This design comes from an exercise in tuning for small area on the open sky130 flow, not from production work. The RTL was checked by simulation tests, not by an equivalence proof against the original design. Power is estimated from default activity; no workload was simulated.

$ cat design.v
`timescale 1ns/1ns
module corr_mac
(
  input  logic [17:0] a,
  input  logic [17:0] b,
  input  logic [35:0] acc_in,
  output logic [35:0] sum
);
  logic [18:0] b_ext;
  logic [18:0] pp [9];
  logic [8:0]  ng;
  always_comb begin
    b_ext = {b, 1'b0};
    for (int i = 0; i < 9; i++) begin
      logic q0, q1, q2, one, two;
      q0    = b_ext[2*i];
      q1    = b_ext[2*i+1];
      q2    = b_ext[2*i+2];
      ng[i] = q2 & ~(q1 & q0);
      one   = q1 ^ q0;
      two   = (q2 & ~q1 & ~q0) | (~q2 & q1 & q0);
      for (int j = 0; j < 19; j++) begin
        pp[i][j] = ((one & ((j < 18) ? a[j] : a[17])) | (two & ((j > 0) ? a[j-1] : 1'b0))) ^ ng[i];
      end
    end
  end
  logic [411:0] w;
  assign w[0] = acc_in[14] ^ pp[0][14];
  assign w[1] = acc_in[14] & pp[0][14];
  assign w[2] = acc_in[15] ^ pp[0][15];
  assign w[3] = acc_in[15] & pp[0][15];
  assign w[4] = acc_in[16] ^ pp[0][16] ^ pp[1][14];
  assign w[5] = (acc_in[16] & pp[0][16]) | (acc_in[16] & pp[1][14]) | (pp[0][16] & pp[1][14]);
  assign w[6] = pp[2][12] ^ pp[3][10];
  assign w[7] = pp[2][12] & pp[3][10];
  assign w[8] = acc_in[17] ^ pp[0][17] ^ pp[1][15];
  assign w[9] = (acc_in[17] & pp[0][17]) | (acc_in[17] & pp[1][15]) | (pp[0][17] & pp[1][15]);
  assign w[10] = pp[2][13] ^ pp[3][11];
  assign w[11] = pp[2][13] & pp[3][11];
  assign w[12] = acc_in[18] ^ ~pp[0][18] ^ pp[1][16];
  assign w[13] = (acc_in[18] & ~pp[0][18]) | (acc_in[18] & pp[1][16]) | (~pp[0][18] & pp[1][16]);
  assign w[14] = pp[2][14] ^ pp[3][12];
  assign w[15] = pp[2][14] & pp[3][12];
  assign w[16] = acc_in[19] ^ pp[1][17] ^ pp[2][15];
  assign w[17] = (acc_in[19] & pp[1][17]) | (acc_in[19] & pp[2][15]) | (pp[1][17] & pp[2][15]);
  assign w[18] = acc_in[20] ^ ~pp[1][18];
  assign w[19] = acc_in[20] & ~pp[1][18];
  assign w[20] = acc_in[8] ^ pp[0][8];
  assign w[21] = acc_in[8] & pp[0][8];
  assign w[22] = acc_in[9] ^ pp[0][9];
  assign w[23] = acc_in[9] & pp[0][9];
  assign w[24] = acc_in[10] ^ pp[0][10] ^ pp[1][8];
  assign w[25] = (acc_in[10] & pp[0][10]) | (acc_in[10] & pp[1][8]) | (pp[0][10] & pp[1][8]);
  assign w[26] = pp[2][6] ^ pp[3][4];
  assign w[27] = pp[2][6] & pp[3][4];
  assign w[28] = acc_in[11] ^ pp[0][11] ^ pp[1][9];
  assign w[29] = (acc_in[11] & pp[0][11]) | (acc_in[11] & pp[1][9]) | (pp[0][11] & pp[1][9]);
  assign w[30] = pp[2][7] ^ pp[3][5];
  assign w[31] = pp[2][7] & pp[3][5];
  assign w[32] = acc_in[12] ^ pp[0][12] ^ pp[1][10];
  assign w[33] = (acc_in[12] & pp[0][12]) | (acc_in[12] & pp[1][10]) | (pp[0][12] & pp[1][10]);
  assign w[34] = pp[2][8] ^ pp[3][6] ^ pp[4][4];
  assign w[35] = (pp[2][8] & pp[3][6]) | (pp[2][8] & pp[4][4]) | (pp[3][6] & pp[4][4]);
  assign w[36] = pp[5][2] ^ pp[6][0];
  assign w[37] = pp[5][2] & pp[6][0];
  assign w[38] = acc_in[13] ^ pp[0][13] ^ pp[1][11];
  assign w[39] = (acc_in[13] & pp[0][13]) | (acc_in[13] & pp[1][11]) | (pp[0][13] & pp[1][11]);
  assign w[40] = pp[2][9] ^ pp[3][7] ^ pp[4][5];
  assign w[41] = (pp[2][9] & pp[3][7]) | (pp[2][9] & pp[4][5]) | (pp[3][7] & pp[4][5]);
  assign w[42] = pp[5][3] ^ pp[6][1];
  assign w[43] = pp[5][3] & pp[6][1];
  assign w[44] = w[0] ^ pp[1][12] ^ pp[2][10];
  assign w[45] = (w[0] & pp[1][12]) | (w[0] & pp[2][10]) | (pp[1][12] & pp[2][10]);
  assign w[46] = pp[3][8] ^ pp[4][6] ^ pp[5][4];
  assign w[47] = (pp[3][8] & pp[4][6]) | (pp[3][8] & pp[5][4]) | (pp[4][6] & pp[5][4]);
  assign w[48] = pp[6][2] ^ pp[7][0] ^ ng[7];
  assign w[49] = (pp[6][2] & pp[7][0]) | (pp[6][2] & ng[7]) | (pp[7][0] & ng[7]);
  assign w[50] = w[1] ^ w[2] ^ pp[1][13];
  assign w[51] = (w[1] & w[2]) | (w[1] & pp[1][13]) | (w[2] & pp[1][13]);
  assign w[52] = pp[2][11] ^ pp[3][9] ^ pp[4][7];
  assign w[53] = (pp[2][11] & pp[3][9]) | (pp[2][11] & pp[4][7]) | (pp[3][9] & pp[4][7]);
  assign w[54] = pp[5][5] ^ pp[6][3] ^ pp[7][1];
  assign w[55] = (pp[5][5] & pp[6][3]) | (pp[5][5] & pp[7][1]) | (pp[6][3] & pp[7][1]);
  assign w[56] = w[3] ^ w[4] ^ w[6];
  assign w[57] = (w[3] & w[4]) | (w[3] & w[6]) | (w[4] & w[6]);
  assign w[58] = pp[4][8] ^ pp[5][6] ^ pp[6][4];
  assign w[59] = (pp[4][8] & pp[5][6]) | (pp[4][8] & pp[6][4]) | (pp[5][6] & pp[6][4]);
  assign w[60] = pp[7][2] ^ pp[8][0] ^ ng[8];
  assign w[61] = (pp[7][2] & pp[8][0]) | (pp[7][2] & ng[8]) | (pp[8][0] & ng[8]);
  assign w[62] = w[5] ^ w[7] ^ w[8];
  assign w[63] = (w[5] & w[7]) | (w[5] & w[8]) | (w[7] & w[8]);
  assign w[64] = w[10] ^ pp[4][9] ^ pp[5][7];
  assign w[65] = (w[10] & pp[4][9]) | (w[10] & pp[5][7]) | (pp[4][9] & pp[5][7]);
  assign w[66] = pp[6][5] ^ pp[7][3] ^ pp[8][1];
  assign w[67] = (pp[6][5] & pp[7][3]) | (pp[6][5] & pp[8][1]) | (pp[7][3] & pp[8][1]);
  assign w[68] = w[9] ^ w[11] ^ w[12];
  assign w[69] = (w[9] & w[11]) | (w[9] & w[12]) | (w[11] & w[12]);
  assign w[70] = w[14] ^ pp[4][10] ^ pp[5][8];
  assign w[71] = (w[14] & pp[4][10]) | (w[14] & pp[5][8]) | (pp[4][10] & pp[5][8]);
  assign w[72] = pp[6][6] ^ pp[7][4] ^ pp[8][2];
  assign w[73] = (pp[6][6] & pp[7][4]) | (pp[6][6] & pp[8][2]) | (pp[7][4] & pp[8][2]);
  assign w[74] = w[13] ^ w[15] ^ w[16];
  assign w[75] = (w[13] & w[15]) | (w[13] & w[16]) | (w[15] & w[16]);
  assign w[76] = pp[3][13] ^ pp[4][11] ^ pp[5][9];
  assign w[77] = (pp[3][13] & pp[4][11]) | (pp[3][13] & pp[5][9]) | (pp[4][11] & pp[5][9]);
  assign w[78] = pp[6][7] ^ pp[7][5] ^ pp[8][3];
  assign w[79] = (pp[6][7] & pp[7][5]) | (pp[6][7] & pp[8][3]) | (pp[7][5] & pp[8][3]);
  assign w[80] = w[17] ^ w[18] ^ pp[2][16];
  assign w[81] = (w[17] & w[18]) | (w[17] & pp[2][16]) | (w[18] & pp[2][16]);
  assign w[82] = pp[3][14] ^ pp[4][12] ^ pp[5][10];
  assign w[83] = (pp[3][14] & pp[4][12]) | (pp[3][14] & pp[5][10]) | (pp[4][12] & pp[5][10]);
  assign w[84] = pp[6][8] ^ pp[7][6] ^ pp[8][4];
  assign w[85] = (pp[6][8] & pp[7][6]) | (pp[6][8] & pp[8][4]) | (pp[7][6] & pp[8][4]);
  assign w[86] = w[19] ^ acc_in[21] ^ pp[2][17];
  assign w[87] = (w[19] & acc_in[21]) | (w[19] & pp[2][17]) | (acc_in[21] & pp[2][17]);
  assign w[88] = pp[3][15] ^ pp[4][13] ^ pp[5][11];
  assign w[89] = (pp[3][15] & pp[4][13]) | (pp[3][15] & pp[5][11]) | (pp[4][13] & pp[5][11]);
  assign w[90] = pp[6][9] ^ pp[7][7] ^ pp[8][5];
  assign w[91] = (pp[6][9] & pp[7][7]) | (pp[6][9] & pp[8][5]) | (pp[7][7] & pp[8][5]);
  assign w[92] = acc_in[22] ^ ~pp[2][18] ^ pp[3][16];
  assign w[93] = (acc_in[22] & ~pp[2][18]) | (acc_in[22] & pp[3][16]) | (~pp[2][18] & pp[3][16]);
  assign w[94] = pp[4][14] ^ pp[5][12] ^ pp[6][10];
  assign w[95] = (pp[4][14] & pp[5][12]) | (pp[4][14] & pp[6][10]) | (pp[5][12] & pp[6][10]);
  assign w[96] = pp[7][8] ^ pp[8][6];
  assign w[97] = pp[7][8] & pp[8][6];
  assign w[98] = acc_in[23] ^ pp[3][17] ^ pp[4][15];
  assign w[99] = (acc_in[23] & pp[3][17]) | (acc_in[23] & pp[4][15]) | (pp[3][17] & pp[4][15]);
  assign w[100] = pp[5][13] ^ pp[6][11] ^ pp[7][9];
  assign w[101] = (pp[5][13] & pp[6][11]) | (pp[5][13] & pp[7][9]) | (pp[6][11] & pp[7][9]);
  assign w[102] = acc_in[24] ^ ~pp[3][18] ^ pp[4][16];
  assign w[103] = (acc_in[24] & ~pp[3][18]) | (acc_in[24] & pp[4][16]) | (~pp[3][18] & pp[4][16]);
  assign w[104] = pp[5][14] ^ pp[6][12];
  assign w[105] = pp[5][14] & pp[6][12];
  assign w[106] = acc_in[25] ^ pp[4][17] ^ pp[5][15];
  assign w[107] = (acc_in[25] & pp[4][17]) | (acc_in[25] & pp[5][15]) | (pp[4][17] & pp[5][15]);
  assign w[108] = acc_in[26] ^ ~pp[4][18];
  assign w[109] = acc_in[26] & ~pp[4][18];
  assign w[110] = acc_in[4] ^ pp[0][4];
  assign w[111] = acc_in[4] & pp[0][4];
  assign w[112] = acc_in[5] ^ pp[0][5];
  assign w[113] = acc_in[5] & pp[0][5];
  assign w[114] = acc_in[6] ^ pp[0][6] ^ pp[1][4];
  assign w[115] = (acc_in[6] & pp[0][6]) | (acc_in[6] & pp[1][4]) | (pp[0][6] & pp[1][4]);
  assign w[116] = pp[2][2] ^ pp[3][0];
  assign w[117] = pp[2][2] & pp[3][0];
  assign w[118] = acc_in[7] ^ pp[0][7] ^ pp[1][5];
  assign w[119] = (acc_in[7] & pp[0][7]) | (acc_in[7] & pp[1][5]) | (pp[0][7] & pp[1][5]);
  assign w[120] = pp[2][3] ^ pp[3][1];
  assign w[121] = pp[2][3] & pp[3][1];
  assign w[122] = w[20] ^ pp[1][6] ^ pp[2][4];
  assign w[123] = (w[20] & pp[1][6]) | (w[20] & pp[2][4]) | (pp[1][6] & pp[2][4]);
  assign w[124] = pp[3][2] ^ pp[4][0] ^ ng[4];
  assign w[125] = (pp[3][2] & pp[4][0]) | (pp[3][2] & ng[4]) | (pp[4][0] & ng[4]);
  assign w[126] = w[21] ^ w[22] ^ pp[1][7];
  assign w[127] = (w[21] & w[22]) | (w[21] & pp[1][7]) | (w[22] & pp[1][7]);
  assign w[128] = pp[2][5] ^ pp[3][3] ^ pp[4][1];
  assign w[129] = (pp[2][5] & pp[3][3]) | (pp[2][5] & pp[4][1]) | (pp[3][3] & pp[4][1]);
  assign w[130] = w[23] ^ w[24] ^ w[26];
  assign w[131] = (w[23] & w[24]) | (w[23] & w[26]) | (w[24] & w[26]);
  assign w[132] = pp[4][2] ^ pp[5][0] ^ ng[5];
  assign w[133] = (pp[4][2] & pp[5][0]) | (pp[4][2] & ng[5]) | (pp[5][0] & ng[5]);
  assign w[134] = w[25] ^ w[27] ^ w[28];
  assign w[135] = (w[25] & w[27]) | (w[25] & w[28]) | (w[27] & w[28]);
  assign w[136] = w[30] ^ pp[4][3] ^ pp[5][1];
  assign w[137] = (w[30] & pp[4][3]) | (w[30] & pp[5][1]) | (pp[4][3] & pp[5][1]);
  assign w[138] = w[29] ^ w[31] ^ w[32];
  assign w[139] = (w[29] & w[31]) | (w[29] & w[32]) | (w[31] & w[32]);
  assign w[140] = w[34] ^ w[36] ^ ng[6];
  assign w[141] = (w[34] & w[36]) | (w[34] & ng[6]) | (w[36] & ng[6]);
  assign w[142] = w[33] ^ w[35] ^ w[37];
  assign w[143] = (w[33] & w[35]) | (w[33] & w[37]) | (w[35] & w[37]);
  assign w[144] = w[38] ^ w[40] ^ w[42];
  assign w[145] = (w[38] & w[40]) | (w[38] & w[42]) | (w[40] & w[42]);
  assign w[146] = w[39] ^ w[41] ^ w[43];
  assign w[147] = (w[39] & w[41]) | (w[39] & w[43]) | (w[41] & w[43]);
  assign w[148] = w[44] ^ w[46] ^ w[48];
  assign w[149] = (w[44] & w[46]) | (w[44] & w[48]) | (w[46] & w[48]);
  assign w[150] = w[45] ^ w[47] ^ w[49];
  assign w[151] = (w[45] & w[47]) | (w[45] & w[49]) | (w[47] & w[49]);
  assign w[152] = w[50] ^ w[52] ^ w[54];
  assign w[153] = (w[50] & w[52]) | (w[50] & w[54]) | (w[52] & w[54]);
  assign w[154] = w[51] ^ w[53] ^ w[55];
  assign w[155] = (w[51] & w[53]) | (w[51] & w[55]) | (w[53] & w[55]);
  assign w[156] = w[56] ^ w[58] ^ w[60];
  assign w[157] = (w[56] & w[58]) | (w[56] & w[60]) | (w[58] & w[60]);
  assign w[158] = w[57] ^ w[59] ^ w[61];
  assign w[159] = (w[57] & w[59]) | (w[57] & w[61]) | (w[59] & w[61]);
  assign w[160] = w[62] ^ w[64] ^ w[66];
  assign w[161] = (w[62] & w[64]) | (w[62] & w[66]) | (w[64] & w[66]);
  assign w[162] = w[63] ^ w[65] ^ w[67];
  assign w[163] = (w[63] & w[65]) | (w[63] & w[67]) | (w[65] & w[67]);
  assign w[164] = w[68] ^ w[70] ^ w[72];
  assign w[165] = (w[68] & w[70]) | (w[68] & w[72]) | (w[70] & w[72]);
  assign w[166] = w[69] ^ w[71] ^ w[73];
  assign w[167] = (w[69] & w[71]) | (w[69] & w[73]) | (w[71] & w[73]);
  assign w[168] = w[74] ^ w[76] ^ w[78];
  assign w[169] = (w[74] & w[76]) | (w[74] & w[78]) | (w[76] & w[78]);
  assign w[170] = w[75] ^ w[77] ^ w[79];
  assign w[171] = (w[75] & w[77]) | (w[75] & w[79]) | (w[77] & w[79]);
  assign w[172] = w[80] ^ w[82] ^ w[84];
  assign w[173] = (w[80] & w[82]) | (w[80] & w[84]) | (w[82] & w[84]);
  assign w[174] = w[81] ^ w[83] ^ w[85];
  assign w[175] = (w[81] & w[83]) | (w[81] & w[85]) | (w[83] & w[85]);
  assign w[176] = w[86] ^ w[88] ^ w[90];
  assign w[177] = (w[86] & w[88]) | (w[86] & w[90]) | (w[88] & w[90]);
  assign w[178] = w[87] ^ w[89] ^ w[91];
  assign w[179] = (w[87] & w[89]) | (w[87] & w[91]) | (w[89] & w[91]);
  assign w[180] = w[92] ^ w[94] ^ w[96];
  assign w[181] = (w[92] & w[94]) | (w[92] & w[96]) | (w[94] & w[96]);
  assign w[182] = w[93] ^ w[95] ^ w[97];
  assign w[183] = (w[93] & w[95]) | (w[93] & w[97]) | (w[95] & w[97]);
  assign w[184] = w[98] ^ w[100] ^ pp[8][7];
  assign w[185] = (w[98] & w[100]) | (w[98] & pp[8][7]) | (w[100] & pp[8][7]);
  assign w[186] = w[99] ^ w[101] ^ w[102];
  assign w[187] = (w[99] & w[101]) | (w[99] & w[102]) | (w[101] & w[102]);
  assign w[188] = w[104] ^ pp[7][10] ^ pp[8][8];
  assign w[189] = (w[104] & pp[7][10]) | (w[104] & pp[8][8]) | (pp[7][10] & pp[8][8]);
  assign w[190] = w[103] ^ w[105] ^ w[106];
  assign w[191] = (w[103] & w[105]) | (w[103] & w[106]) | (w[105] & w[106]);
  assign w[192] = pp[6][13] ^ pp[7][11] ^ pp[8][9];
  assign w[193] = (pp[6][13] & pp[7][11]) | (pp[6][13] & pp[8][9]) | (pp[7][11] & pp[8][9]);
  assign w[194] = w[107] ^ w[108] ^ pp[5][16];
  assign w[195] = (w[107] & w[108]) | (w[107] & pp[5][16]) | (w[108] & pp[5][16]);
  assign w[196] = pp[6][14] ^ pp[7][12] ^ pp[8][10];
  assign w[197] = (pp[6][14] & pp[7][12]) | (pp[6][14] & pp[8][10]) | (pp[7][12] & pp[8][10]);
  assign w[198] = w[109] ^ acc_in[27] ^ pp[5][17];
  assign w[199] = (w[109] & acc_in[27]) | (w[109] & pp[5][17]) | (acc_in[27] & pp[5][17]);
  assign w[200] = pp[6][15] ^ pp[7][13] ^ pp[8][11];
  assign w[201] = (pp[6][15] & pp[7][13]) | (pp[6][15] & pp[8][11]) | (pp[7][13] & pp[8][11]);
  assign w[202] = acc_in[28] ^ ~pp[5][18] ^ pp[6][16];
  assign w[203] = (acc_in[28] & ~pp[5][18]) | (acc_in[28] & pp[6][16]) | (~pp[5][18] & pp[6][16]);
  assign w[204] = pp[7][14] ^ pp[8][12];
  assign w[205] = pp[7][14] & pp[8][12];
  assign w[206] = acc_in[29] ^ pp[6][17] ^ pp[7][15];
  assign w[207] = (acc_in[29] & pp[6][17]) | (acc_in[29] & pp[7][15]) | (pp[6][17] & pp[7][15]);
  assign w[208] = acc_in[30] ^ ~pp[6][18];
  assign w[209] = acc_in[30] & ~pp[6][18];
  assign w[210] = acc_in[2] ^ pp[0][2];
  assign w[211] = acc_in[2] & pp[0][2];
  assign w[212] = acc_in[3] ^ pp[0][3];
  assign w[213] = acc_in[3] & pp[0][3];
  assign w[214] = w[110] ^ pp[1][2] ^ pp[2][0];
  assign w[215] = (w[110] & pp[1][2]) | (w[110] & pp[2][0]) | (pp[1][2] & pp[2][0]);
  assign w[216] = w[111] ^ w[112] ^ pp[1][3];
  assign w[217] = (w[111] & w[112]) | (w[111] & pp[1][3]) | (w[112] & pp[1][3]);
  assign w[218] = w[113] ^ w[114] ^ w[116];
  assign w[219] = (w[113] & w[114]) | (w[113] & w[116]) | (w[114] & w[116]);
  assign w[220] = w[115] ^ w[117] ^ w[118];
  assign w[221] = (w[115] & w[117]) | (w[115] & w[118]) | (w[117] & w[118]);
  assign w[222] = w[119] ^ w[121] ^ w[122];
  assign w[223] = (w[119] & w[121]) | (w[119] & w[122]) | (w[121] & w[122]);
  assign w[224] = w[123] ^ w[125] ^ w[126];
  assign w[225] = (w[123] & w[125]) | (w[123] & w[126]) | (w[125] & w[126]);
  assign w[226] = w[127] ^ w[129] ^ w[130];
  assign w[227] = (w[127] & w[129]) | (w[127] & w[130]) | (w[129] & w[130]);
  assign w[228] = w[131] ^ w[133] ^ w[134];
  assign w[229] = (w[131] & w[133]) | (w[131] & w[134]) | (w[133] & w[134]);
  assign w[230] = w[135] ^ w[137] ^ w[138];
  assign w[231] = (w[135] & w[137]) | (w[135] & w[138]) | (w[137] & w[138]);
  assign w[232] = w[139] ^ w[141] ^ w[142];
  assign w[233] = (w[139] & w[141]) | (w[139] & w[142]) | (w[141] & w[142]);
  assign w[234] = w[143] ^ w[145] ^ w[146];
  assign w[235] = (w[143] & w[145]) | (w[143] & w[146]) | (w[145] & w[146]);
  assign w[236] = w[147] ^ w[149] ^ w[150];
  assign w[237] = (w[147] & w[149]) | (w[147] & w[150]) | (w[149] & w[150]);
  assign w[238] = w[151] ^ w[153] ^ w[154];
  assign w[239] = (w[151] & w[153]) | (w[151] & w[154]) | (w[153] & w[154]);
  assign w[240] = w[155] ^ w[157] ^ w[158];
  assign w[241] = (w[155] & w[157]) | (w[155] & w[158]) | (w[157] & w[158]);
  assign w[242] = w[159] ^ w[161] ^ w[162];
  assign w[243] = (w[159] & w[161]) | (w[159] & w[162]) | (w[161] & w[162]);
  assign w[244] = w[163] ^ w[165] ^ w[166];
  assign w[245] = (w[163] & w[165]) | (w[163] & w[166]) | (w[165] & w[166]);
  assign w[246] = w[167] ^ w[169] ^ w[170];
  assign w[247] = (w[167] & w[169]) | (w[167] & w[170]) | (w[169] & w[170]);
  assign w[248] = w[171] ^ w[173] ^ w[174];
  assign w[249] = (w[171] & w[173]) | (w[171] & w[174]) | (w[173] & w[174]);
  assign w[250] = w[175] ^ w[177] ^ w[178];
  assign w[251] = (w[175] & w[177]) | (w[175] & w[178]) | (w[177] & w[178]);
  assign w[252] = w[179] ^ w[181] ^ w[182];
  assign w[253] = (w[179] & w[181]) | (w[179] & w[182]) | (w[181] & w[182]);
  assign w[254] = w[183] ^ w[185] ^ w[186];
  assign w[255] = (w[183] & w[185]) | (w[183] & w[186]) | (w[185] & w[186]);
  assign w[256] = w[187] ^ w[189] ^ w[190];
  assign w[257] = (w[187] & w[189]) | (w[187] & w[190]) | (w[189] & w[190]);
  assign w[258] = w[191] ^ w[193] ^ w[194];
  assign w[259] = (w[191] & w[193]) | (w[191] & w[194]) | (w[193] & w[194]);
  assign w[260] = w[195] ^ w[197] ^ w[198];
  assign w[261] = (w[195] & w[197]) | (w[195] & w[198]) | (w[197] & w[198]);
  assign w[262] = w[199] ^ w[201] ^ w[202];
  assign w[263] = (w[199] & w[201]) | (w[199] & w[202]) | (w[201] & w[202]);
  assign w[264] = w[203] ^ w[205] ^ w[206];
  assign w[265] = (w[203] & w[205]) | (w[203] & w[206]) | (w[205] & w[206]);
  assign w[266] = w[207] ^ w[208] ^ pp[7][16];
  assign w[267] = (w[207] & w[208]) | (w[207] & pp[7][16]) | (w[208] & pp[7][16]);
  assign w[268] = w[209] ^ acc_in[31] ^ pp[7][17];
  assign w[269] = (w[209] & acc_in[31]) | (w[209] & pp[7][17]) | (acc_in[31] & pp[7][17]);
  assign w[270] = acc_in[32] ^ ~pp[7][18];
  assign w[271] = acc_in[32] & ~pp[7][18];
  assign w[272] = acc_in[0] ^ pp[0][0];
  assign w[273] = acc_in[0] & pp[0][0];
  assign w[274] = acc_in[1] ^ pp[0][1];
  assign w[275] = acc_in[1] & pp[0][1];
  assign w[276] = w[210] ^ pp[1][0] ^ ng[1];
  assign w[277] = (w[210] & pp[1][0]) | (w[210] & ng[1]) | (pp[1][0] & ng[1]);
  assign w[278] = w[211] ^ w[212] ^ pp[1][1];
  assign w[279] = (w[211] & w[212]) | (w[211] & pp[1][1]) | (w[212] & pp[1][1]);
  assign w[280] = w[213] ^ w[214] ^ ng[2];
  assign w[281] = (w[213] & w[214]) | (w[213] & ng[2]) | (w[214] & ng[2]);
  assign w[282] = w[215] ^ w[216] ^ pp[2][1];
  assign w[283] = (w[215] & w[216]) | (w[215] & pp[2][1]) | (w[216] & pp[2][1]);
  assign w[284] = w[217] ^ w[218] ^ ng[3];
  assign w[285] = (w[217] & w[218]) | (w[217] & ng[3]) | (w[218] & ng[3]);
  assign w[286] = w[219] ^ w[220] ^ w[120];
  assign w[287] = (w[219] & w[220]) | (w[219] & w[120]) | (w[220] & w[120]);
  assign w[288] = w[221] ^ w[222] ^ w[124];
  assign w[289] = (w[221] & w[222]) | (w[221] & w[124]) | (w[222] & w[124]);
  assign w[290] = w[223] ^ w[224] ^ w[128];
  assign w[291] = (w[223] & w[224]) | (w[223] & w[128]) | (w[224] & w[128]);
  assign w[292] = w[225] ^ w[226] ^ w[132];
  assign w[293] = (w[225] & w[226]) | (w[225] & w[132]) | (w[226] & w[132]);
  assign w[294] = w[227] ^ w[228] ^ w[136];
  assign w[295] = (w[227] & w[228]) | (w[227] & w[136]) | (w[228] & w[136]);
  assign w[296] = w[229] ^ w[230] ^ w[140];
  assign w[297] = (w[229] & w[230]) | (w[229] & w[140]) | (w[230] & w[140]);
  assign w[298] = w[231] ^ w[232] ^ w[144];
  assign w[299] = (w[231] & w[232]) | (w[231] & w[144]) | (w[232] & w[144]);
  assign w[300] = w[233] ^ w[234] ^ w[148];
  assign w[301] = (w[233] & w[234]) | (w[233] & w[148]) | (w[234] & w[148]);
  assign w[302] = w[235] ^ w[236] ^ w[152];
  assign w[303] = (w[235] & w[236]) | (w[235] & w[152]) | (w[236] & w[152]);
  assign w[304] = w[237] ^ w[238] ^ w[156];
  assign w[305] = (w[237] & w[238]) | (w[237] & w[156]) | (w[238] & w[156]);
  assign w[306] = w[239] ^ w[240] ^ w[160];
  assign w[307] = (w[239] & w[240]) | (w[239] & w[160]) | (w[240] & w[160]);
  assign w[308] = w[241] ^ w[242] ^ w[164];
  assign w[309] = (w[241] & w[242]) | (w[241] & w[164]) | (w[242] & w[164]);
  assign w[310] = w[243] ^ w[244] ^ w[168];
  assign w[311] = (w[243] & w[244]) | (w[243] & w[168]) | (w[244] & w[168]);
  assign w[312] = w[245] ^ w[246] ^ w[172];
  assign w[313] = (w[245] & w[246]) | (w[245] & w[172]) | (w[246] & w[172]);
  assign w[314] = w[247] ^ w[248] ^ w[176];
  assign w[315] = (w[247] & w[248]) | (w[247] & w[176]) | (w[248] & w[176]);
  assign w[316] = w[249] ^ w[250] ^ w[180];
  assign w[317] = (w[249] & w[250]) | (w[249] & w[180]) | (w[250] & w[180]);
  assign w[318] = w[251] ^ w[252] ^ w[184];
  assign w[319] = (w[251] & w[252]) | (w[251] & w[184]) | (w[252] & w[184]);
  assign w[320] = w[253] ^ w[254] ^ w[188];
  assign w[321] = (w[253] & w[254]) | (w[253] & w[188]) | (w[254] & w[188]);
  assign w[322] = w[255] ^ w[256] ^ w[192];
  assign w[323] = (w[255] & w[256]) | (w[255] & w[192]) | (w[256] & w[192]);
  assign w[324] = w[257] ^ w[258] ^ w[196];
  assign w[325] = (w[257] & w[258]) | (w[257] & w[196]) | (w[258] & w[196]);
  assign w[326] = w[259] ^ w[260] ^ w[200];
  assign w[327] = (w[259] & w[260]) | (w[259] & w[200]) | (w[260] & w[200]);
  assign w[328] = w[261] ^ w[262] ^ w[204];
  assign w[329] = (w[261] & w[262]) | (w[261] & w[204]) | (w[262] & w[204]);
  assign w[330] = w[263] ^ w[264] ^ pp[8][13];
  assign w[331] = (w[263] & w[264]) | (w[263] & pp[8][13]) | (w[264] & pp[8][13]);
  assign w[332] = w[265] ^ w[266] ^ pp[8][14];
  assign w[333] = (w[265] & w[266]) | (w[265] & pp[8][14]) | (w[266] & pp[8][14]);
  assign w[334] = w[267] ^ w[268] ^ pp[8][15];
  assign w[335] = (w[267] & w[268]) | (w[267] & pp[8][15]) | (w[268] & pp[8][15]);
  assign w[336] = w[269] ^ w[270] ^ pp[8][16];
  assign w[337] = (w[269] & w[270]) | (w[269] & pp[8][16]) | (w[270] & pp[8][16]);
  assign w[338] = w[271] ^ acc_in[33] ^ pp[8][17];
  assign w[339] = (w[271] & acc_in[33]) | (w[271] & pp[8][17]) | (acc_in[33] & pp[8][17]);
  assign w[340] = acc_in[34] ^ ~pp[8][18];
  assign w[341] = acc_in[34] & ~pp[8][18];
  assign w[342] = w[272] ^ ng[0];
  assign w[343] = w[272] & ng[0];
  assign w[344] = w[273] ^ w[274] ^ w[343];
  assign w[345] = (w[273] & w[274]) | (w[273] & w[343]) | (w[274] & w[343]);
  assign w[346] = w[275] ^ w[276] ^ w[345];
  assign w[347] = (w[275] & w[276]) | (w[275] & w[345]) | (w[276] & w[345]);
  assign w[348] = w[277] ^ w[278] ^ w[347];
  assign w[349] = (w[277] & w[278]) | (w[277] & w[347]) | (w[278] & w[347]);
  assign w[350] = w[279] ^ w[280] ^ w[349];
  assign w[351] = (w[279] & w[280]) | (w[279] & w[349]) | (w[280] & w[349]);
  assign w[352] = w[281] ^ w[282] ^ w[351];
  assign w[353] = (w[281] & w[282]) | (w[281] & w[351]) | (w[282] & w[351]);
  assign w[354] = w[283] ^ w[284] ^ w[353];
  assign w[355] = (w[283] & w[284]) | (w[283] & w[353]) | (w[284] & w[353]);
  assign w[356] = w[285] ^ w[286] ^ w[355];
  assign w[357] = (w[285] & w[286]) | (w[285] & w[355]) | (w[286] & w[355]);
  assign w[358] = w[287] ^ w[288] ^ w[357];
  assign w[359] = (w[287] & w[288]) | (w[287] & w[357]) | (w[288] & w[357]);
  assign w[360] = w[289] ^ w[290] ^ w[359];
  assign w[361] = (w[289] & w[290]) | (w[289] & w[359]) | (w[290] & w[359]);
  assign w[362] = w[291] ^ w[292] ^ w[361];
  assign w[363] = (w[291] & w[292]) | (w[291] & w[361]) | (w[292] & w[361]);
  assign w[364] = w[293] ^ w[294] ^ w[363];
  assign w[365] = (w[293] & w[294]) | (w[293] & w[363]) | (w[294] & w[363]);
  assign w[366] = w[295] ^ w[296] ^ w[365];
  assign w[367] = (w[295] & w[296]) | (w[295] & w[365]) | (w[296] & w[365]);
  assign w[368] = w[297] ^ w[298] ^ w[367];
  assign w[369] = (w[297] & w[298]) | (w[297] & w[367]) | (w[298] & w[367]);
  assign w[370] = w[299] ^ w[300] ^ w[369];
  assign w[371] = (w[299] & w[300]) | (w[299] & w[369]) | (w[300] & w[369]);
  assign w[372] = w[301] ^ w[302] ^ w[371];
  assign w[373] = (w[301] & w[302]) | (w[301] & w[371]) | (w[302] & w[371]);
  assign w[374] = w[303] ^ w[304] ^ w[373];
  assign w[375] = (w[303] & w[304]) | (w[303] & w[373]) | (w[304] & w[373]);
  assign w[376] = w[305] ^ w[306] ^ w[375];
  assign w[377] = (w[305] & w[306]) | (w[305] & w[375]) | (w[306] & w[375]);
  assign w[378] = w[307] ^ w[308] ^ w[377];
  assign w[379] = (w[307] & w[308]) | (w[307] & w[377]) | (w[308] & w[377]);
  assign w[380] = w[309] ^ w[310] ^ w[379];
  assign w[381] = (w[309] & w[310]) | (w[309] & w[379]) | (w[310] & w[379]);
  assign w[382] = w[311] ^ w[312] ^ w[381];
  assign w[383] = (w[311] & w[312]) | (w[311] & w[381]) | (w[312] & w[381]);
  assign w[384] = w[313] ^ w[314] ^ w[383];
  assign w[385] = (w[313] & w[314]) | (w[313] & w[383]) | (w[314] & w[383]);
  assign w[386] = w[315] ^ w[316] ^ w[385];
  assign w[387] = (w[315] & w[316]) | (w[315] & w[385]) | (w[316] & w[385]);
  assign w[388] = w[317] ^ w[318] ^ w[387];
  assign w[389] = (w[317] & w[318]) | (w[317] & w[387]) | (w[318] & w[387]);
  assign w[390] = w[319] ^ w[320] ^ w[389];
  assign w[391] = (w[319] & w[320]) | (w[319] & w[389]) | (w[320] & w[389]);
  assign w[392] = w[321] ^ w[322] ^ w[391];
  assign w[393] = (w[321] & w[322]) | (w[321] & w[391]) | (w[322] & w[391]);
  assign w[394] = w[323] ^ w[324] ^ w[393];
  assign w[395] = (w[323] & w[324]) | (w[323] & w[393]) | (w[324] & w[393]);
  assign w[396] = w[325] ^ w[326] ^ w[395];
  assign w[397] = (w[325] & w[326]) | (w[325] & w[395]) | (w[326] & w[395]);
  assign w[398] = w[327] ^ w[328] ^ w[397];
  assign w[399] = (w[327] & w[328]) | (w[327] & w[397]) | (w[328] & w[397]);
  assign w[400] = w[329] ^ w[330] ^ w[399];
  assign w[401] = (w[329] & w[330]) | (w[329] & w[399]) | (w[330] & w[399]);
  assign w[402] = w[331] ^ w[332] ^ w[401];
  assign w[403] = (w[331] & w[332]) | (w[331] & w[401]) | (w[332] & w[401]);
  assign w[404] = w[333] ^ w[334] ^ w[403];
  assign w[405] = (w[333] & w[334]) | (w[333] & w[403]) | (w[334] & w[403]);
  assign w[406] = w[335] ^ w[336] ^ w[405];
  assign w[407] = (w[335] & w[336]) | (w[335] & w[405]) | (w[336] & w[405]);
  assign w[408] = w[337] ^ w[338] ^ w[407];
  assign w[409] = (w[337] & w[338]) | (w[337] & w[407]) | (w[338] & w[407]);
  assign w[410] = w[339] ^ w[340] ^ w[409];
  assign w[411] = (w[339] & w[340]) | (w[339] & w[409]) | (w[340] & w[409]);
  assign sum = {(w[341] ^ acc_in[35] ^ w[411]), w[410], w[408], w[406], w[404], w[402], w[400], w[398], w[396], w[394], w[392], w[390], w[388], w[386], w[384], w[382], w[380], w[378], w[376], w[374], w[372], w[370], w[368], w[366], w[364], w[362], w[360], w[358], w[356], w[354], w[352], w[350], w[348], w[346], w[344], w[342]};
endmodule
`timescale 1ns/1ns
module correlator_top
(
  input  logic                 clk_in,
  input  logic                 i_rst,
  input  logic                 i_pdm_valid,
  input  logic [3-1:0] i_pdm_bits,
  output logic                 o_acc_valid,
  output logic [(((3 * (3 - 1) / 2) > 1) ? $clog2((3 * (3 - 1) / 2)) : 1)-1:0]              o_acc_bl,
  output logic [((8 > 1) ? $clog2(8) : 1)-1:0]             o_acc_lag,
  output logic signed [48-1:0]                 o_acc_data,
  output logic                 o_acc_last
);
  function automatic logic [19:0] hrom0(input logic [3:0] r);
    case (r)
      4'd0: hrom0 = 20'd3876;
      4'd1: hrom0 = 20'd3060;
      4'd2: hrom0 = 20'd2380;
      4'd3: hrom0 = 20'd1820;
      4'd4: hrom0 = 20'd1365;
      4'd5: hrom0 = 20'd1001;
      4'd6: hrom0 = 20'd715;
      4'd7: hrom0 = 20'd495;
      4'd8: hrom0 = 20'd330;
      4'd9: hrom0 = 20'd210;
      4'd10: hrom0 = 20'd126;
      4'd11: hrom0 = 20'd70;
      4'd12: hrom0 = 20'd35;
      4'd13: hrom0 = 20'd15;
      4'd14: hrom0 = 20'd5;
      4'd15: hrom0 = 20'd4840;
      default: hrom0 = '0;
    endcase
  endfunction
  function automatic logic [19:0] hrom1(input logic [3:0] r);
    case (r)
      4'd0: hrom1 = 20'd32980;
      4'd1: hrom1 = 20'd31076;
      4'd2: hrom1 = 20'd29020;
      4'd3: hrom1 = 20'd26860;
      4'd4: hrom1 = 20'd24640;
      4'd5: hrom1 = 20'd22400;
      4'd6: hrom1 = 20'd20176;
      4'd7: hrom1 = 20'd18000;
      4'd8: hrom1 = 20'd15900;
      4'd9: hrom1 = 20'd13900;
      4'd10: hrom1 = 20'd12020;
      4'd11: hrom1 = 20'd10276;
      4'd12: hrom1 = 20'd8680;
      4'd13: hrom1 = 20'd7240;
      4'd14: hrom1 = 20'd5960;
      4'd15: hrom1 = 20'd34690;
      default: hrom1 = '0;
    endcase
  endfunction
  function automatic logic [19:0] hrom2(input logic [3:0] r);
    case (r)
      4'd0: hrom2 = 20'd26860;
      4'd1: hrom2 = 20'd29020;
      4'd2: hrom2 = 20'd31076;
      4'd3: hrom2 = 20'd32980;
      4'd4: hrom2 = 20'd34690;
      4'd5: hrom2 = 20'd36170;
      4'd6: hrom2 = 20'd37390;
      4'd7: hrom2 = 20'd38326;
      4'd8: hrom2 = 20'd38960;
      4'd9: hrom2 = 20'd39280;
      4'd10: hrom2 = 20'd39280;
      4'd11: hrom2 = 20'd38960;
      4'd12: hrom2 = 20'd38326;
      4'd13: hrom2 = 20'd37390;
      4'd14: hrom2 = 20'd36170;
      4'd15: hrom2 = 20'd24640;
      default: hrom2 = '0;
    endcase
  endfunction
  function automatic logic [17:0] hrom3(input logic [3:0] r);
    case (r)
      4'd0: hrom3 = 18'd1820;
      4'd1: hrom3 = 18'd2380;
      4'd2: hrom3 = 18'd3060;
      4'd3: hrom3 = 18'd3876;
      4'd4: hrom3 = 18'd4840;
      4'd5: hrom3 = 18'd5960;
      4'd6: hrom3 = 18'd7240;
      4'd7: hrom3 = 18'd8680;
      4'd8: hrom3 = 18'd10276;
      4'd9: hrom3 = 18'd12020;
      4'd10: hrom3 = 18'd13900;
      4'd11: hrom3 = 18'd15900;
      4'd12: hrom3 = 18'd18000;
      4'd13: hrom3 = 18'd20176;
      4'd14: hrom3 = 18'd22400;
      4'd15: hrom3 = 18'd1365;
      default: hrom3 = '0;
    endcase
  endfunction
  function automatic logic [11:0] hrom4(input logic [3:0] r);
    case (r)
      4'd0: hrom4 = 12'd0;
      4'd1: hrom4 = 12'd0;
      4'd2: hrom4 = 12'd0;
      4'd3: hrom4 = 12'd0;
      4'd4: hrom4 = 12'd1;
      4'd5: hrom4 = 12'd5;
      4'd6: hrom4 = 12'd15;
      4'd7: hrom4 = 12'd35;
      4'd8: hrom4 = 12'd70;
      4'd9: hrom4 = 12'd126;
      4'd10: hrom4 = 12'd210;
      4'd11: hrom4 = 12'd330;
      4'd12: hrom4 = 12'd495;
      4'd13: hrom4 = 12'd715;
      4'd14: hrom4 = 12'd1001;
      4'd15: hrom4 = 12'd0;
      default: hrom4 = '0;
    endcase
  endfunction
  logic [1:0]  phase;       
  logic [1:0]  pend;        
  logic [2:0]  bits_q;
  logic [3:0]  r_cnt;       
  logic [3:0]  r_proc;      
  logic [1:0]  s_cnt;       
  logic [19:0] a0 [3];
  logic [19:0] a1 [3];
  logic [19:0] a2 [3];
  logic [17:0] a3 [3];
  logic [11:0] a4 [3];
  logic        busy, b, last;
  logic [3:0]  r_sel;
  logic [19:0] n0, n1, n2;
  logic [17:0] n3;
  logic [11:0] n4;
  logic [20:0] y;
  logic [17:0] smp;
  assign busy  = i_pdm_valid || (pend != 2'd0);
  assign b     = i_pdm_valid ? i_pdm_bits[phase] : (busy & bits_q[phase]);
  assign r_sel = i_pdm_valid ? r_cnt : r_proc;
  assign last  = busy && (r_sel == 4'd15);
  function automatic logic [19:0] rca20(input logic [19:0] x, input logic [19:0] z);
    logic c;
    c = 1'b0;
    for (int i = 0; i < 20; i++) begin
      rca20[i] = x[i] ^ z[i] ^ c;
      c = (x[i] & z[i]) | (c & (x[i] ^ z[i]));
    end
  endfunction
  logic [2:0]  fresh;
  logic        fr;
  logic [19:0] s0, s1, s2;
  logic [17:0] s3;
  logic [11:0] s4;
  assign fr = fresh[phase];
  always_comb begin
    s0 = fr ? 20'd516536 : (last ? a1[0] : a0[0]);
    s1 = fr ? 20'd374552 : (last ? a2[0] : a1[0]);
    s2 = fr ? 20'd89768  : (last ? 20'(a3[0]) : a2[0]);
    s3 = fr ? 18'd2184   : (last ? 18'(a4[0]) : a3[0]);
    s4 = (fr || last) ? 12'd0 : a4[0];
    n0 = rca20(s0, b ? hrom0(r_sel) : 20'd0);
    n1 = rca20(s1, b ? hrom1(r_sel) : 20'd0);
    n2 = rca20(s2, b ? hrom2(r_sel) : 20'd0);
    n3 = 18'(rca20(20'(s3), b ? 20'(hrom3(r_sel)) : 20'd0));
    n4 = 12'(rca20(20'(s4), b ? 20'(hrom4(r_sel)) : 20'd0));
    y  = 21'(a0[0]) + 21'(b);
    smp = {y[20:19] - 2'd1, y[18:3]};
  end
  always_ff @(posedge clk_in) begin
    if (i_rst) begin
      phase  <= 2'd0;
      pend   <= 2'd0;
      r_cnt  <= 4'd0;
      s_cnt  <= 2'd0;
      fresh  <= 3'b111;
    end else begin
      phase <= (phase == 2'd2) ? 2'd0 : phase + 2'd1;
      if (busy) fresh[phase] <= 1'b0;
      if (i_pdm_valid) begin
        pend  <= 2'd2;
        r_cnt <= r_cnt + 4'd1;
        if (r_cnt == 4'd15) s_cnt <= s_cnt + 2'd1;
      end else if (pend != 2'd0) begin
        pend <= pend - 2'd1;
      end
    end
  end
  always_ff @(posedge clk_in) begin
    a0[0] <= a0[1]; a0[1] <= a0[2]; a0[2] <= n0;
    a1[0] <= a1[1]; a1[1] <= a1[2]; a1[2] <= n1;
    a2[0] <= a2[1]; a2[1] <= a2[2]; a2[2] <= n2;
    a3[0] <= a3[1]; a3[1] <= a3[2]; a3[2] <= n3;
    a4[0] <= a4[1]; a4[1] <= a4[2]; a4[2] <= n4;
  end
  always_ff @(posedge clk_in) begin
    if (i_pdm_valid) begin
      bits_q <= i_pdm_bits;
      r_proc <= r_cnt;
    end
  end
  logic signed [17:0] h0 [5];
  logic signed [17:0] h1 [11];
  logic signed [17:0] h2 [12];
  logic        push0, push1, push2;
  assign push0 = last && (phase == 2'd0);
  assign push1 = last && (phase == 2'd1);
  assign push2 = last && (phase == 2'd2);
  always_ff @(posedge clk_in) begin
    if (push0) begin
      h0[0] <= smp;
      for (int k = 1; k < 5; k++) h0[k] <= h0[k-1];
    end
    if (push1) begin
      h1[0] <= smp;
      for (int k = 1; k < 11; k++) h1[k] <= h1[k-1];
    end
    if (push2) begin
      h2[0] <= smp;
      for (int k = 1; k < 12; k++) h2[k] <= h2[k-1];
    end
  end
  logic        act, run, vld;
  logic [1:0]  t;
  logic [2:0]  lag;
  logic [1:0]  bl;
  logic [1:0]  pc;           
  logic [1:0]  d0, d1, d2;   
  logic [35:0] acc;
  logic        start;
  assign start = i_pdm_valid && (r_cnt == 4'd15) && (s_cnt == 2'd3);
  assign run   = act || start;
  always_ff @(posedge clk_in) begin
    if (i_rst) begin
      act <= 1'b0;
      vld <= 1'b0;
      t   <= 2'd0;
      lag <= 3'd0;
      bl  <= 2'd0;
      pc  <= 2'd0;
    end else begin
      vld <= run && (t == 2'd3);
      if (start) begin
        act <= 1'b1;
        if (pc != 2'd3) pc <= pc + 2'd1;
      end
      if (run) begin
        t <= t + 2'd1;
        if (t == 2'd3) begin
          lag <= lag + 3'd1;
          if (lag == 3'd7) begin
            if (bl == 2'd2) begin
              bl  <= 2'd0;
              act <= 1'b0;
            end else begin
              bl <= bl + 2'd1;
            end
          end
        end
      end
    end
  end
  always_ff @(posedge clk_in) begin
    if (run) begin
      d0 <= d0 + 2'(push0);
      d1 <= d1 + 2'(push1);
      d2 <= d2 + 2'(push2);
    end else begin
      d0 <= 2'd0;
      d1 <= 2'd0;
      d2 <= 2'd0;
    end
  end
  logic [2:0] pos_a;
  logic [3:0] pos_b;
  logic signed [17:0] op_a, op_b;
  logic       neg;
  always_comb begin
    pos_a = 3'd2 - 3'(t) + ((bl == 2'd2) ? 3'(d1) : 3'(d0));
    pos_b = 4'd2 + 4'(lag) - 4'(t) + ((bl == 2'd0) ? 4'(d1) : 4'(d2));
    op_a  = (bl == 2'd2) ? h1[pos_a] : h0[pos_a];
    op_b  = (bl == 2'd0) ? h1[pos_b] : h2[pos_b];
    neg   = ((pc == 2'd1) && (3'(t) < lag)) || ((pc == 2'd2) && (3'(t) + 3'd4 < lag));
    if (neg) op_b = '0;
  end
  localparam logic [35:0] K4 = 36'd45813334016;
  logic [35:0] sum;
  corr_mac mac_i (
    .a      (op_a),
    .b      (op_b),
    .acc_in ((t == 2'd0) ? K4 : acc),
    .sum    (sum)
  );
  always_ff @(posedge clk_in) begin
    acc <= sum;
  end
  assign o_acc_valid = vld;
  assign o_acc_lag   = lag - 3'd1;
  assign o_acc_bl    = (lag != 3'd0) ? bl : ((bl == 2'd0) ? 2'd2 : bl - 2'd1);
  assign o_acc_last  = (lag == 3'd0) && (bl == 2'd0);
  assign o_acc_data  = {{(48-36){acc[35]}}, acc};
endmodule
$ cat flow/run.sh
#!/bin/bash
# Standard layout with two changes to how it is made:
#  - synthesis maps logic with an area-oriented ABC script (flow/abc_area.script,
#    used through ABC_AREA=1) from a copy of the ORFS scripts folder;
#  - the clock tree uses small leaf clusters of clkbuf_4 and no dummy loads;
#  - ports are buffered with buf_1.
# Each tool's output goes to a log file in this folder.
set -euo pipefail
HERE=$(pwd)
rm -rf "$HERE/scripts_mod"
cp -r "$FLOW_HOME/scripts" "$HERE/scripts_mod"
cp "$HERE/flow/abc_area.script" "$HERE/scripts_mod/abc_area.script"
CTS="-sink_clustering_enable -repair_clock_nets -dont_use_dummy_load -sink_clustering_size 8 -sink_clustering_max_diameter 80 -buf_list sky130_fd_sc_hd__clkbuf_4"
bash standard.sh "SCRIPTS_DIR=$HERE/scripts_mod" "CTS_ARGS=$CTS" "BUFFER_PORTS_ARGS=-buffer_cell sky130_fd_sc_hd__buf_1" finish > make_finish.log 2>&1
$ cat flow/abc_area.script
strash
dch
map -a
strash
dch
map -a
topo
$ cat standard.sh
#!/bin/bash
# synth_recipe.tcl (not shown) runs the flow's synth.tcl, then flattens the netlist and writes it again
# the make line also repeats each setting of config.mk as NAME=value (left out here)
make -C /OpenROAD-flow-scripts/flow DESIGN_CONFIG=/design/flow/config.mk WORK_HOME=/design/flow/orfs CLKGATE_MAP_FILE= SYNTH_SCRIPT=/design/flow/synth_recipe.tcl "${@:-finish}"
$ cat config.mk
export PLATFORM = sky130hd
export DESIGN_NAME = correlator_top
export DESIGN_NICKNAME = correlator_top
export VERILOG_FILES = /design/flow/design.v
export SDC_FILE = /design/flow/constraint.sdc
export NUM_CORES = 4
export LEC_CHECK = 0
export ABC_AREA = 1
export CAP_MARGIN = 10
export CORE_MARGIN = 2
export CORE_UTILIZATION = 55
export SLEW_MARGIN = 10
$ cat constraint.sdc
create_clock -name core_clock -period 20.0 [get_ports {clk_in}]
set_input_delay 4.0000 -clock core_clock [delete_from_list [all_inputs] [get_ports {clk_in}]]
set_output_delay 4.0000 -clock core_clock [all_outputs]
set_load 0.01 [all_outputs]
==> summary.md, run 1 <==
| Metric | Value |
|---|---|
| Number of flops mapped to enable cells by yosys | 507 |
| Power per cell area | 76.7 mW/mm^2 |
| Most frequent cell on the critical path | fa_1 |
| Type of the worst setup path | flop to flop |
| Period utilization | 96.2% |
| #FFs+latches synth | 847 |
| Ys flop type | edfxtp_1 |
| Design area | 0.0419 sq mm |
| Commonest cells post-synth | edfxtp_1 (507), clkinv_1 (450), dfxtp_1 (340), fa_1 (237), nor2_1 (235) |
| Cell with the most instances after synthesis | edfxtp_1 |
| Final hold violation count | 0 |
| Die W | 269 um |
| Tightest Pin Transition | 1.16 ns |
| Final Skew | 0.108 ns |
| Gr usage total | 29.7% |
| Post-route setup TNS | 0 ns |
| Layout cells sized above 1 | 8.32% |
| Fillers | 5789 |
| CTS sink cnt | 847 |
| Avg Vias per Cell | 6.06 |
| Combinational Power Share | 10.0% |
| Worst slew margin | 22.4% |
| Fin cells | 4377 |
| Clock latency (worst-skew pair) | 0.94 ns |
| Yosys top cell area share | 39.4% |
| Worst hold path depth | 0 |
| CP max stage cell | fa_1 |
| Synth area leaders | edfxtp_1 (39%), dfxtp_1 (18%), fa_1 (12%), clkinv_1 (4.4%), a22oi_1 (3.4%) |
| Vias in the first global route | 27100 |
| Overall power | 0.00321 W |
| Die height | 269 um |
| DRT Pass-1 Iters | 8 |
| Initial antenna violation count | 2 |
| Post-Synthesis Cells | 3160 |
| CP required | 20.81 ns |
| P&R area growth vs syn | 8.23% |
| Yosys warns | 11 |
| Rows | 97 |
| DRC violations left | 0 |
| Clock Tree Buf Depth | 3 |
| Gpl congestion | 0.948 |
| Data arrival, critical path | 20.04 ns |
| Switch share | 25.6% |
| Leakage | 14.6 nW |
| Peak VDD IR | 0.0743 mV |
| CTS Hold Buffers Added | 0 |
| Area leader, netlist | edfxtp_1 |
| Die Area | 0.0725 sq mm |
| Seq/Total Area, Yosys | 57.0% |
| Sequential Power Share | 64.6% |
| Depth of the worst register-to-register path | 67 |
| Area after DPL | 0.0409 sq mm |
| Worst Setup End Kind | flop |
| Dpl cells | 4256 |
| Mapped Nets | 3498 |
| P_sw | 0.000823 W |
| Internal power | 0.00239 W |
| Final Core Density | 60.0% |
| Outcome | timing/DRC/antenna clean |
| Fin. max-slew vios | 0 |
| Clk pwr share | 25.4% |
| Via count | 26500 |
| Nets@finish | 3776 |
| Ys async rst share | 0% |
| Final Setup Violations | 0 |
| CTS clk-pin slew, worst paths | 0.09 ns |
| Hpwl dp | 75300 um |
| CTS buffer count | 116 |
| Clock tree root buffer cell | clkbuf_4 |
| H-tree Lvls | 3 |
| Gr ovfl total | 0 |
| Fmax | 52.0 MHz |
| First-pass GRT wire length | 165000 um |
| Initial Utilization | 55.4% |
| Largest net degree at the start of global routing | 199 |
| CTS tree | built |
| Crit-path max FO | 16 |
| Startpoint types | flop |
| Synthesized area | 0.0387 sq mm |
| Total Wirelength | 107000 um |
| Detailed Route Iter0 Violations | 2737 |
| Avg WL per Cell | 24.4 um |
| Final critical-path required period | 19.24 ns |
| Max-cap violations | 0 |
| IO Pins | 61 |
| Class of the worst hold path | flop to flop |
| Antenna-violating nets left | 0 |
| Syn_area_per_cell | 12.2 sq um |
| Yosys cell types | 41 |
| Critical path's largest stage delay | 0.56 ns |
| Port buffer count | 60 |
| Core ar. | 0.0698 sq mm |
-- power groups by stage --
stage	registers (W)	clock network (W)	logic, W
finish	0.00207	0.000816	0.000321
floorplan	0.00209	0	0.000214
CTS	0.00208	0.000852	0.000328
global placement	0.00211	0	0.000321
detailed placement	0.00212	0	0.000325
global route	0.00209	0.000916	0.000368
-- kinds of logic after synthesis --
| family | Yosys count | synth area share (%) |
|---|---|---|
| flip-flops | 847 | 57.0 |
| buffers and inverters | 462 | 4.60 |
| XOR/XNOR | 186 | 4.21 |
| adder cells (fa/ha/maj) | 332 | 15.3 |
| AO/OA/AOI/OAI | 763 | 12.8 |
| AND/OR/NAND/NOR | 570 | 6.10 |
-- timing repair --
action / CTS / global route
endpoints found under the hold margin: 0 / 0
buffers inserted: 0 / 4
endpoints found under the setup margin: 0 / 3
resized for setup: 0 / 20
-- cells in the final DEF (no fill, tap or decap), types with 94 or more instances in the layout --
| cell | synthesis | final |
|---|---|---|
| a21oi_1 | 118 | 118 |
| a22oi_1 | 175 | 175 |
| buf_4 | 12 | 111 |
| clkbuf_4 | 0 | 116 |
| clkinv_1 | 450 | 444 |
| dfxtp_1 | 340 | 338 |
| edfxtp_1 | 507 | 507 |
| fa_1 | 237 | 236 |
| ha_1 | 95 | 94 |
| nand2_1 | 220 | 218 |
| nor2_1 | 235 | 215 |
| o21ai_0 | 166 | 159 |
| o22ai_1 | 163 | 163 |
| xor2_1 | 129 | 129 |
-- routing by layer --
metal  GRT usage [%]  vias up  wire, um
met4            14.5        0      5620
met5               0        -         0
met2            46.7     1355     49500
met3            4.82      296      8610
met1            40.7    13100     42900
li1                -    11800         -
-- metrics by stage --
stage | hold slack, ns | setup WS (ns)
after global routing | 0.296 | -0.0547
final | 0.296 | 0.763
after floorplan | 0.310 | -0.192
after global placement | 0.310 | 0.463
after CTS | 0.291 | 0.0529
after detailed placement | 0.312 | 0.0895
-- critical path: cells and delay by family, from the launching register on --
family / cells / cell delay (ns)
AO/OA/AOI/OAI: 4 / 0.57
AND/OR/NAND/NOR: 8 / 1.02
buffers and inverters: 13 / 1.53
adder cells (fa/ha/maj): 39 / 15.19
flip-flops: 1 / 0.36
XOR/XNOR: 3 / 0.50
-- path summary, 6_finish.rpt --
path	end	slack, ns	from
min reg2reg	a2[0][5]	0.30	a2[1][5]
max	acc[35]	0.76	bl[0]
max reg2reg	acc[35]	0.76	bl[0]
min	a2[0][5]	0.30	a2[1][5]
-- final cells by class --
cell class / count / area (sq um) / area share, %
flip-flops and latches: 847 / 22000 / 52.6
multi-input cells: 1851 / 15000 / 35.9
inverters: 450 / 1690 / 4.04
well taps: 940 / 1180 / 2.81
repair buffers: 172 / 1080 / 2.58
clock buffers: 116 / 871 / 2.08
diodes: 1 / 2.50 / 0.00598
-- registers in the layout, summed over array words and instances (netlist names), 36 cells and up --
register,count
a0,60
a1,60
a2,60
a3,54
a4,36
acc,36
h0,90
h1,198
h2,216
==> run 2, diff against run 1 <==
--- a/design.v
+++ b/design.v
@@ -639,25 +639,48 @@
       r_proc <= r_cnt;
     end
   end
-  logic signed [17:0] h0 [5];
-  logic signed [17:0] h1 [11];
-  logic signed [17:0] h2 [12];
+  localparam int N0 = 4;
+  localparam int N1 = 10;
+  localparam int N2 = 12;
+  logic signed [17:0] r0 [N0];
+  logic signed [17:0] r1 [N1];
+  logic signed [17:0] r2 [N2];
+  logic signed [17:0] hold0, hold1, hold2;
+  logic        pend0, pend1, pend2;
+  logic [3:0]  q0, q1, q2;
+  logic        wr0, wr1, wr2;
   logic        push0, push1, push2;
   assign push0 = last && (phase == 2'd0);
   assign push1 = last && (phase == 2'd1);
   assign push2 = last && (phase == 2'd2);
   always_ff @(posedge clk_in) begin
-    if (push0) begin
-      h0[0] <= smp;
-      for (int k = 1; k < 5; k++) h0[k] <= h0[k-1];
-    end
-    if (push1) begin
-      h1[0] <= smp;
-      for (int k = 1; k < 11; k++) h1[k] <= h1[k-1];
-    end
-    if (push2) begin
-      h2[0] <= smp;
-      for (int k = 1; k < 12; k++) h2[k] <= h2[k-1];
+    if (push0) hold0 <= smp;
+    if (push1) hold1 <= smp;
+    if (push2) hold2 <= smp;
+  end
+  always_ff @(posedge clk_in) begin
+    for (int k = 0; k < N0 - 1; k++) r0[k] <= r0[k+1];
+    r0[N0-1] <= wr0 ? hold0 : r0[0];
+    for (int k = 0; k < N1 - 1; k++) r1[k] <= r1[k+1];
+    r1[N1-1] <= wr1 ? hold1 : r1[0];
+    for (int k = 0; k < N2 - 1; k++) r2[k] <= r2[k+1];
+    r2[N2-1] <= wr2 ? hold2 : r2[0];
+  end
+  always_ff @(posedge clk_in) begin
+    if (i_rst) begin
+      pend0 <= 1'b0;
+      pend1 <= 1'b0;
+      pend2 <= 1'b0;
+      q0    <= 4'(N0 - 1);
+      q1    <= 4'(N1 - 1);
+      q2    <= 4'(N2 - 1);
+    end else begin
+      pend0 <= push0 || (pend0 && !wr0);
+      pend1 <= push1 || (pend1 && !wr1);
+      pend2 <= push2 || (pend2 && !wr2);
+      q0    <= (wr0 || q0 == 4'd0) ? 4'(N0 - 1) : q0 - 4'd1;
+      q1    <= (wr1 || q1 == 4'd0) ? 4'(N1 - 1) : q1 - 4'd1;
+      q2    <= (wr2 || q2 == 4'd0) ? 4'(N2 - 1) : q2 - 4'd1;
     end
   end
   logic        act, run, vld;
@@ -670,6 +693,9 @@
   logic        start;
   assign start = i_pdm_valid && (r_cnt == 4'd15) && (s_cnt == 2'd3);
   assign run   = act || start;
+  assign wr0 = pend0 && (q0 == 4'(N0 - 1)) && !(run && d0 == 2'd2 && bl != 2'd2);
+  assign wr1 = pend1 && (q1 == 4'(N1 - 1)) && !(run && bl == 2'd0);
+  assign wr2 = pend2 && (q2 == 4'(N2 - 1));
   always_ff @(posedge clk_in) begin
     if (i_rst) begin
       act <= 1'b0;
@@ -711,15 +737,28 @@
       d2 <= 2'd0;
     end
   end
-  logic [2:0] pos_a;
-  logic [3:0] pos_b;
+  logic [3:0] si0, si1, si2;
+  logic signed [5:0] pp0, pp1, pp2;
+  logic [1:0] ad0;
+  logic [3:0] ad1, ad2;
+  logic signed [17:0] rd0, rd1, rd2;
   logic signed [17:0] op_a, op_b;
   logic       neg;
   always_comb begin
-    pos_a = 3'd2 - 3'(t) + ((bl == 2'd2) ? 3'(d1) : 3'(d0));
-    pos_b = 4'd2 + 4'(lag) - 4'(t) + ((bl == 2'd0) ? 4'(d1) : 4'(d2));
-    op_a  = (bl == 2'd2) ? h1[pos_a] : h0[pos_a];
-    op_b  = (bl == 2'd0) ? h1[pos_b] : h2[pos_b];
+    si0   = 4'd2 - 4'(t) + 4'(d0);
+    si1   = 4'd2 - 4'(t) + 4'(d1) + ((bl == 2'd0) ? 4'(lag) : 4'd0);
+    si2   = 4'd2 - 4'(t) + 4'(d2) + 4'(lag);
+    pp0   = 6'(q0) - 6'(si0) + 6'(pend0);
+    pp1   = 6'(q1) - 6'(si1) + 6'(pend1);
+    pp2   = 6'(q2) - 6'(si2) + 6'(pend2);
+    ad0   = 2'(pp0);
+    ad1   = (pp1 < 0) ? 4'(pp1 + 6'(N1)) : 4'(pp1);
+    ad2   = (pp2 < 0) ? 4'(pp2 + 6'(N2)) : 4'(pp2);
+    rd0   = (pend0 && si0 == 4'd0) ? hold0 : r0[ad0];
+    rd1   = (pend1 && si1 == 4'd0) ? hold1 : r1[ad1];
+    rd2   = (pend2 && si2 == 4'd0) ? hold2 : r2[ad2];
+    op_a  = (bl == 2'd2) ? rd1 : rd0;
+    op_b  = (bl == 2'd0) ? rd1 : rd2;
     neg   = ((pc == 2'd1) && (3'(t) < lag)) || ((pc == 2'd2) && (3'(t) + 3'd4 < lag));
     if (neg) op_b = '0;
   end
--- a/config.mk
+++ b/config.mk
@@ -9,4 +9,5 @@
 export CAP_MARGIN = 10
 export CORE_MARGIN = 2
 export CORE_UTILIZATION = 55
+export GPL_TIMING_DRIVEN = 0
 export SLEW_MARGIN = 10
==> summary.md, run 2 <==
| Metric | Value |
|---|---|
| Outcome | timing/DRC/antenna clean |
| Seq/Total Area, Yosys | 50.6% (-6.4 points) |
| DRC violations left | 0 (unchanged) |
| Initial antenna violation count | 4 (+2) |
| Avg WL per Cell | 21.4 um (-12%) |
| Port buffer count | 60 (unchanged) |
| Fmax | 51.3 MHz (-1.3%) |
| CP required | 20.75 ns (-0.06 ns) |
| Total Wirelength | 97700 um (-8.4%) |
| Largest Register | r2 |
| Gpl congestion | 0.881 (-7.0%) |
| Overall power | 0.00814 W (+150%) |
| FF/Latch Area | 0.0182 sq mm (-17%) |
| CTS buffer count | 120 (+3.4%) |
| Yosys cell types | 42 (+2.4%) |
| Data arrival, critical path | 20.24 ns (+0.20 ns) |
| Clock latency (worst-skew pair) | 0.92 ns (-0.02 ns) |
| Leakage | 15.6 nW (+6.6%) |
| Avg Vias per Cell | 5.73 (-5.4%) |
| Layout cells sized above 1 | 10.8% (+2.5 points) |
| Fillers | 5528 (-4.5%) |
| CTS Hold Buffers Added | 0 (unchanged) |
| Clock Tree Buf Depth | 3 (unchanged) |
| Combinational family with the most area after synthesis | adder cells |
| Ys flop type | dfxtp_1 |
| Nets@finish | 4069 (+7.8%) |
| Fin. max-slew vios | 0 (unchanged) |
| Class of the worst hold path | flop to flop |
| Detailed Route Iter0 Violations | 2034 (-26%) |
| Final Setup Violations | 0 (unchanged) |
| Largest net degree at the start of global routing | 52 (-74%) |
| Initial Utilization | 55.6% (+0.23 points) |
| DRT Pass-1 Iters | 8 (unchanged) |
| Critical path's largest stage delay | 0.63 ns (+0.07 ns) |
| Crit-path max FO | 13 (-3) |
| Cell with the most instances after synthesis | dfxtp_1 |
| Adder-Cell Fraction of Synth Area | 17.6% (+2.2 points) |
| Final hold violation count | 0 (unchanged) |
| CTS tree | built |
| Number of flops mapped to enable cells by yosys | 57 (-89%) |
| Die height | 260 um (-3.6%) |
| Max reg flops | 216 (unchanged) |
| Area of the multi-input gates | 0.0166 sq mm (+10%) |
| Biggest registers after layout | r2 (216), r1 (180), r0 (72) |
| Die Area | 0.0674 sq mm (-7.0%) |
| Most frequent cell on the critical path | fa_1 |
| Synth area leaders | dfxtp_1 (46%), fa_1 (13%), clkinv_1 (4.9%), edfxtp_1 (4.8%), nand2_1 (4.1%) |
| Final Skew | 0.0921 ns (-0.0157 ns) |
| Hpwl dp | 66100 um (-12%) |
| Commonest cells post-synth | dfxtp_1 (823), clkinv_1 (469), nand2_1 (394), nor2_1 (246), fa_1 (242) |
| Startpoint types | flop |
| Final critical-path required period | 19.49 ns (+0.254 ns) |
| Worst slew margin | 23.7% (+1.2 points) |
| Yosys top cell area share | 45.8% (+6.5 points) |
| Most frequent cells in the layout | dfxtp_1 (819), clkinv_1 (439), nand2_1 (377) |
| Synthesized area | 0.0359 sq mm (-7.1%) |
| Mapped Nets | 3794 (+8.5%) |
| Via count | 26100 (-1.4%) |
| Gr ovfl total | 0 (unchanged) |
| P&R area growth vs syn | 11.2% |
| Ys async rst share | 0% (unchanged) |
| Max-cap violations | 0 (unchanged) |
| Mux share of post-synthesis cell area | 0% (unchanged) |
| Worst Setup End Kind | flop |
| Commonest non-fill, non-tap cell in the layout | dfxtp_1 |
| H-tree Lvls | 3 (unchanged) |
| #FFs+latches synth | 880 (+3.9%) |
| Syn_area_per_cell | 10.5 sq um (-14%) |
| Post-Synthesis Cells | 3428 (+8.5%) |
| Clock tree root buffer cell | clkbuf_4 |
| Type of the worst setup path | flop to flop |
| Vias in the first global route | 26900 (-0.84%) |
| Period utilization | 97.5% (+1.3 points) |
| Final hold slack | 0.263 ns (-0.0331 ns) |
| Gr usage total | 29.4% (-0.33 points) |
| Antenna-violating nets left | 0 (unchanged) |
| Area leader, netlist | dfxtp_1 |
| CTS clk-pin slew, worst paths | 0.10 ns (about the same) |
| Tightest Pin Transition | 1.15 ns (-0.0187 ns) |
| Core ar. | 0.0646 sq mm (-7.5%) |
| Post-synthesis simple-gate area fraction | 8.39% (+2.3 points) |
| CP delay by family, top | adder cells |
| First-pass GRT wire length | 153000 um (-6.9%) |
| Yosys warns | 11 (unchanged) |
| CTS sink cnt | 880 (+3.9%) |
| CP max stage cell | fa_2 |
| Die W | 260 um (-3.6%) |
| Rows | 93 (-4.1%) |
| Power per cell area | 204 mW/mm^2 (+170%) |
| Synth Area in Compound Gates | 13.4% (+0.61 points) |
| Peak VDD IR | 0.299 mV (+300%) |
| Post-Synth XOR/XNOR Area | 4.87% (+0.66 points) |
| Buf/Inv on CP | 7 (-6) |
| IO Pins | 61 (unchanged) |
==> run 2: cell types whose count changed after synthesis, sizes merged, moves of 19 or more <==
cell	delta
dfxtp	+483
edfxtp	-450
nand2	+174
a21oi	+55
o21ai	-25
ha	+23
a221oi	-21
clkinv	+19
==> run 2: area by class of cell <==
cell class / instances / area share (%)
Sequential cell: 880 / 45.5
Clock buffer: 120 / 2.25
Buffer: 12 / 0.225
Multi-Input combinational cell: 2070 / 41.5
Timing Repair Buffer: 150 / 3.14
Antenna cell: 5 / 0.0313
Tap cell: 855 / 2.68
Inverter: 469 / 4.67
==> run 2: worst reg2reg max path, delay by kind of cell (launching register included) <==
family                     cells  cell delay (ns)
adders and majority gates     39            14.86
and+or+nand+nor                6             1.31
AOI/OAI and AO/OA              8             1.23
buffers and inverters          7             0.88
xor gates and xnor gates       4             0.65
DFF                            1             0.41
==> run 2: metal layers <==
| metal | GRT usage (%) | vias to the layer above | wire, um |
|---|---|---|---|
| met2 | 48.0 | 1014 | 45600 |
| met5 | 0 | - | 0 |
| li1 | - | 12100 | - |
| met4 | 11.3 | 0 | 3610 |
| met3 | 4.72 | 222 | 6730 |
| met1 | 39.5 | 12800 | 41800 |
==> run 2: logic make-up (layout without fill, tap and decap cells) <==
| kind of cell | count (synthesis) | after routing |
|---|---|---|
| DFF | 880 | 880 |
| AOI/OAI and AO/OA | 757 | 757 |
| and+or+nand+nor | 750 | 753 |
| buffers and inverters | 481 | 751 |
| adders and majority gates | 360 | 360 |
| xor gates and xnor gates | 200 | 200 |
| other | 0 | 5 |
==> run 2: power breakdown <==
part | internal, W | switching (W) | total, W
sequential | 0.00212 | 0.0000831 | 0.00221
combinational | 0.00217 | 0.00294 | 0.00510
clock | 0.000273 | 0.000557 | 0.000829
total | 0.00457 | 0.00357 | 0.00814
==> run 2: path summary, 6_finish.rpt <==
kind                   end     start  depth (start not counted)  slack [ns]
setup / recovery   acc[35]      t[0]                         64        0.51
setup reg to reg   acc[35]      t[0]                         64        0.51
hold / removal    a2[0][6]  a2[1][6]                          0        0.26
hold reg to reg   a2[0][6]  a2[1][6]                          0        0.26
==> run 2: timing repair <==
action                                  4_1_cts  5_1_grt
pin swaps                                    27       11
buffers inserted                             40        8
endpoints found under the setup margin        9        3
resized for setup                           117       36
gates cloned                                  3        0
==> run 2: per-stage QoR <==
step	utilization (%)	worst slack, ns	std cells	setup TNS [ns]	instance area (sq um)
2_1_floorplan	-	0.0513	3428	0	36000
3_3_place_gp	57.7	-3.28	4343	-52.12	37300
3_5_place_dp	58.9	-3.28	4384	-16.51	38000
4_1_cts	61.6	0.00204	4547	0	39800
5_1_grt	61.9	-0.0111	4560	-0.0111	40000
6_report	61.9	0.508	4561	0	40000

Re-timed with assumed drivers on the ports (clkbuf_16 on the clock, buf_2 on other inputs), run 2 has 0.508 ns of setup slack against 0.508 ns with ideal ports, and 0.508 ns once port delays also move by the mid clock arrival of 0.930 ns.
